This design comes from an exercise in tuning for small area, a short achievable clock period and few clock cycles on the open sky130 flow, not from production work. The RTL was checked by simulation tests, not by an equivalence proof against the original design.

==> flow/design.v, too long to show whole: its modules and the start of the top module <==
// module rbm_top: 1006 lines
module rbm_top (
  input  logic                   finish,
  input  logic                   rst_n,
  input  rbm_pkg::feature_beat_t in_beat,
  input  logic                   in_valid,
  output logic                   in_ready,
  output rbm_pkg::rbm_result_t   out_result,
  output logic                   out_valid,
  input  logic                   out_ready
);
  // ...
==> flow/run.sh <==
#!/bin/bash
# synth_recipe.tcl (not shown) runs the flow's synth.tcl, then flattens the netlist and writes it again
# the make line also repeats each setting of config.mk as NAME=value (left out here)
make -C /OpenROAD-flow-scripts/flow DESIGN_CONFIG=/design/flow/config.mk WORK_HOME=/design/flow/orfs CLKGATE_MAP_FILE= SYNTH_SCRIPT=/design/flow/synth_recipe.tcl finish
==> flow/config.mk <==
export PLATFORM = sky130hd
export DESIGN_NAME = rbm_top
export DESIGN_NICKNAME = rbm_top
export VERILOG_FILES = /design/flow/design.v
export SDC_FILE = /design/flow/constraint.sdc
export NUM_CORES = 4
export LEC_CHECK = 0
export CAP_MARGIN = 75
export CORE_MARGIN = 2
export CORE_UTILIZATION = 40
export SLEW_MARGIN = 75
==> flow/constraint.sdc <==
create_clock -name core_clock -period 10.0 [get_ports {finish}]
set_input_delay 2.0000 -clock core_clock [delete_from_list [all_inputs] [get_ports {finish}]]
set_output_delay 2.0000 -clock core_clock [all_outputs]
set_load 0.01 [all_outputs]
==> reports/metrics.csv, run 1 <==
metric;value;unit
outcome;finished clean;
grt_first_pass_wirelength;71.06;mm
synth.avg_cell_area;9.946;um^2
wl_met1;19.47;mm
hold_start;d1x[0];
bufAreaShareNonClock;4.261;%
crit_arrival;4.18;ns
layout_common_cells;fa_1, dfxtp_1, inv_1, nand2_1, nor2_1;
synthMuxAreaShare;0.4905;%
die_h;216.8;um
pre_cts_ws;5.968;ns
grt_max_degree;63;
cp_common_cell;fa_1;
yosysWarnings;5;
multi_input_area;11530;um^2
synth_edf_count;29;
die_w;216.8;um
reg2reg_slack;6.21;ns
grt_overflow;0;
endpoint_kind;flop;
whs_path_depth;0;
grt_use_met2;31.74;%
synth_top_family_by_area;adder cells;
post-route-util;46.67;%
core_area;44410;um^2
layout-drive-gt1-share;9.898;%
htreeDepth;2;
critical_path_depth;9;
worstRegToRegCells;9;
top_area_cell_class;multi-input gates;
cts_setup_buffers;0;
antenna_found_initial;0;
path_delay_family;adder cells;
Testbench counts, summed over its fixed seeds: cycles 5,864.
==> run 2: changes to the inputs <==
==> flow/flow/run.sh (new file) <==
#!/bin/bash
# The standard layout, with its timing repair aimed below the clock period:
# repair_timing keeps working until the setup slack reaches SETUP_SLACK_MARGIN.
set -euo pipefail
bash standard.sh SETUP_SLACK_MARGIN=6.7 finish > standard.log 2>&1
==> flow/standard.sh (new file) <==
#!/bin/bash
# synth_recipe.tcl (not shown) runs the flow's synth.tcl, then flattens the netlist and writes it again
# the make line also repeats each setting of config.mk as NAME=value (left out here)
make -C /OpenROAD-flow-scripts/flow DESIGN_CONFIG=/design/flow/config.mk WORK_HOME=/design/flow/orfs CLKGATE_MAP_FILE= SYNTH_SCRIPT=/design/flow/synth_recipe.tcl "${@:-finish}"
removed: flow/run.sh
==> run 2 against run 1 <==
Synthesized area stayed put. Utilization rose by 1.4 points. First-iteration DRC count grew 6.5%. Register-to-register slack improved by 0.36 ns. Clock skew is 0.015 ns lower. Cell count rose by 2.0%. Sequential share of layout area shrank 0.74 points. Critical path depth increased by 1. Fmax grew 10%. Highest routed layer unchanged.
==> reports/metrics.csv, run 2 <==
metric;value;unit;change
die_w;216.8;um;unchanged
top_register;acc;;unchanged
min_period_over_period;34.31;%;was 37.90%
setup_viol_count_final;0;;unchanged
post-route-worst-setup-slack;6.569;ns;was 6.210 ns
portBuffers;58;;unchanged
setup-tns-final;0;ns;unchanged
yosysWarnings;5;;unchanged
ys_seq_area_share;31.46;%;unchanged
htreeDepth;2;;unchanged
post-dp-hpwl;30.28;mm;was 30.62 mm
routed_wl;44.50;mm;was 42.77 mm
row_count;77;;unchanged
max-slew-margin-rel;74.57;%;was 74.27%
synth_cell_types;81;;unchanged
vias_per_cell;5.226;;was 5.200
place_area;19400;um^2;was 19,390 um^2
yosysMostFrequentCell;dfxtp_1;;unchanged
gp_routability_congestion;0.8108;;was 0.8250
layout-drive-gt1-share;15.93;%;was 9.898%
cts_buffer_depth;3;;unchanged
clk_pin_slew_worst_paths;0.06;ns;about the same
die_h;216.8;um;unchanged
syn_nets;2143;;unchanged
die-area;47000;um^2;unchanged
endpoint_kind;flop;;unchanged
reg_top3;acc: 100 flops, pr: 35 flops, r: 16 flops;;unchanged
critPathKind;flop to flop;;unchanged
initial_core_util;40.78;%;unchanged
nets;2206;;was 2,158
grt_first_pass_wirelength;72.95;mm;was 71.06 mm
final_common_cell;dfxtp_1;;was fa_1
worst_pin_slew;0.3814;ns;was 0.3819 ns
synth.avg_cell_area;9.946;um^2;unchanged
drc;0;;unchanged
crit_path_start_kind;flop;;unchanged
area_growth;17.82;%;was 14.44%
synth.cell_area;18110;um^2;unchanged
layout_common_cells;dfxtp_1, fa_1, inv_1, nand2_1, nor2_1;;was fa_1, dfxtp_1, inv_1, nand2_1, nor2_1
fmax;0.2915;GHz;was 0.2639 GHz
rsz0062_at_grt;true;;was false
wl_per_cell;17.80;um;was 17.45 um
clock_skew;0.01554;ns;was 0.03058 ns
synth_flop_cell;dfxtp_1;;unchanged
pre_cts_ws;6.060;ns;was 5.968 ns
core_area;44410;um^2;unchanged
synth_area_leaders;dfxtp_1, fa_1, ha_1;;unchanged
yosys-top-cells-count;dfxtp_1, fa_1, inv_1;;unchanged
period_minus_slack;3.431;ns;was 3.790 ns
vias;13065;;was 12,746
n_antenna_cell;0;;unchanged
report.final.slew_viol_count;0;;unchanged
numCtsBuffers;34;;unchanged
grt_util_all_layers;19.32;%;was 18.86%
synth_edf_count;29;;unchanged
insertion_delay;0.52;ns;was 0.53 ns
grt_overflow;0;;unchanged
final_area;21340;um^2;was 20,730 um^2
cts_tree;yes;;unchanged
hold_viol_final;0;;unchanged
async_flop_share;4.494;%;unchanged
first_pass_iters;5;;unchanged
cts_sinks;267;;unchanged
ys_ff_latch;267;;unchanged
synth_top_area_share;24.98;%;unchanged
drt_iter0_markers;653;;was 613
grt_max_degree;64;;was 63
largest_reg_flops;100;;unchanged
outcome;finished clean;;unchanged
postRouteAntennaNets;0;;unchanged
first_global_vias;13716;;was 13,441
maxCapViolations;0;;unchanged
netlist_instances;1821;;unchanged
postCtsHoldBufs;0;;unchanged
cts_root_buffer;clkbuf_16;;unchanged
antenna_found_initial;0;;unchanged
boundaryPins;60;;unchanged
hp-class;flop to flop;;unchanged
worstPathRequired;10.46;ns;was 10.39 ns
crit_arrival;3.89;ns;was 4.18 ns
critPathMaxFanout;6;;was 23
yosys.area.top_type;dfxtp_1;;unchanged
[run 2: cell count changes in the layout (fill, tap and decap cells not counted), moves of 5 or more]
cell             previous run  this run
dlygate4sd2_1               0        25
fa_2                        0        31
buf_6                       1        15
buf_4                      10        48
buf_2                       2         9
nand2_1                   144       139
clkdlybuf4s50_1            61        17
fa_1                      207       176
[run 2: cell type report]
type | count | area, um^2
fillers | 4119 | 23070
multi-input cells | 1283 | 11820
flip-flops and latches | 267 | 5796
repair buffers | 135 | 1266
clock buffers | 49 | 958.4
well taps | 592 | 740.7
inverters | 163 | 626.9
clock inverters | 11 | 128.9
[run 2: worst paths after layout]
kind,endpoint,from,cells past startpoint,slack [ns]
worst max-delay path,acc[4][8],last1,10,6.57
worst min-delay path,s0[0],d0x[0],0,0.40
worst max register to register,acc[4][8],last1,10,6.57
worst min register to register,s0[0],d0x[0],0,0.40
max in group asynchronous,cidle,rst_n,1,8.35
min in group asynchronous,afull,rst_n,1,1.37
[run 2: layer usage]
| layer | share of wire (%) | vias up | wire length, um | track usage [%] |
|---|---|---|---|---|
| met4 | 2.7 | 0 | 1193 | 6.027 |
| met5 | 0 | - | 0 | 0 |
| met3 | 3.9 | 78 | 1729 | 2.474 |
| li1 | - | 6178 | - | - |
| met2 | 48 | 260 | 21360 | 32.79 |
| met1 | 45 | 6549 | 20220 | 25.74 |
[run 2: kinds of logic after synthesis]
family	after synthesis	share of synthesized area [%]
simple gates	509	14.02
compound gates	370	13.98
fa+ha+maj	305	29.65
buf+inv	272	6.051
flops	267	31.46
xor+xnor	90	4.352
mux	8	0.4904
[run 2: what timing repair did]
item	4_1_cts	5_1_grt
setup endpoints to repair	67	61
resized for setup	116	52
cloned	1	1
setup buffers	33	18
pin swaps	25	26
[run 2: stage by stage]
step	hold slack [ns]	cells	util [%]
floorplan	0.3724	1821	-
detailed placement	0.3952	2380	43.69
finish	0.4048	2500	48.05
global placement	0.3880	2371	42.95
CTS	0.4088	2474	46.88
global route	0.4167	2500	48.05
[run 2: worst max-delay path: stages (launching register included)]
cell	delay, ns
dfxtp_4	0.36
buf_12	0.12
or2_4	0.24
buf_8	0.14
buf_12	0.12
a22o_1	0.18
fa_1	0.52
fa_1	0.43
fa_2	0.36
fa_2	0.35
fa_2	0.52

[port drivers added, routing unchanged]
No port has a modelled driver above. Below, the same layouts with a new extraction and two added sets of constraints.
Step 1 sets driving cells, clkbuf_16 on the clock port and buf_2 on the other inputs (assumed; they add their load-dependent delay and slew).
Step 2 adds t to the input delays and takes it off the output delays; t is the mean of the earliest and latest rising clock arrival at the registers after step 1. Input paths then give back, and output paths get back, about the clock's delay inside the block.
Three values: ideal, step 1, step 2; two values: the first two.
| run | shift t [ns] | setup slack, ns | worst hold slack (ns) | worst data-port slew with drivers (ns) |
|---|---|---|---|---|
| run 1 | 0.579 | 6.210 / 6.175 / 5.943 | 0.394 / 0.394 / 0.394 | 0.05 |
| run 2 | 0.567 | 6.569 / 6.569 / 6.264 | 0.405 / 0.405 / 0.405 | 0.04 |
After both steps every run listed still meets setup and hold. The setup slack of run 2, which loses most, moves by 0.000 ns with the drivers and by -0.305 ns with both steps.
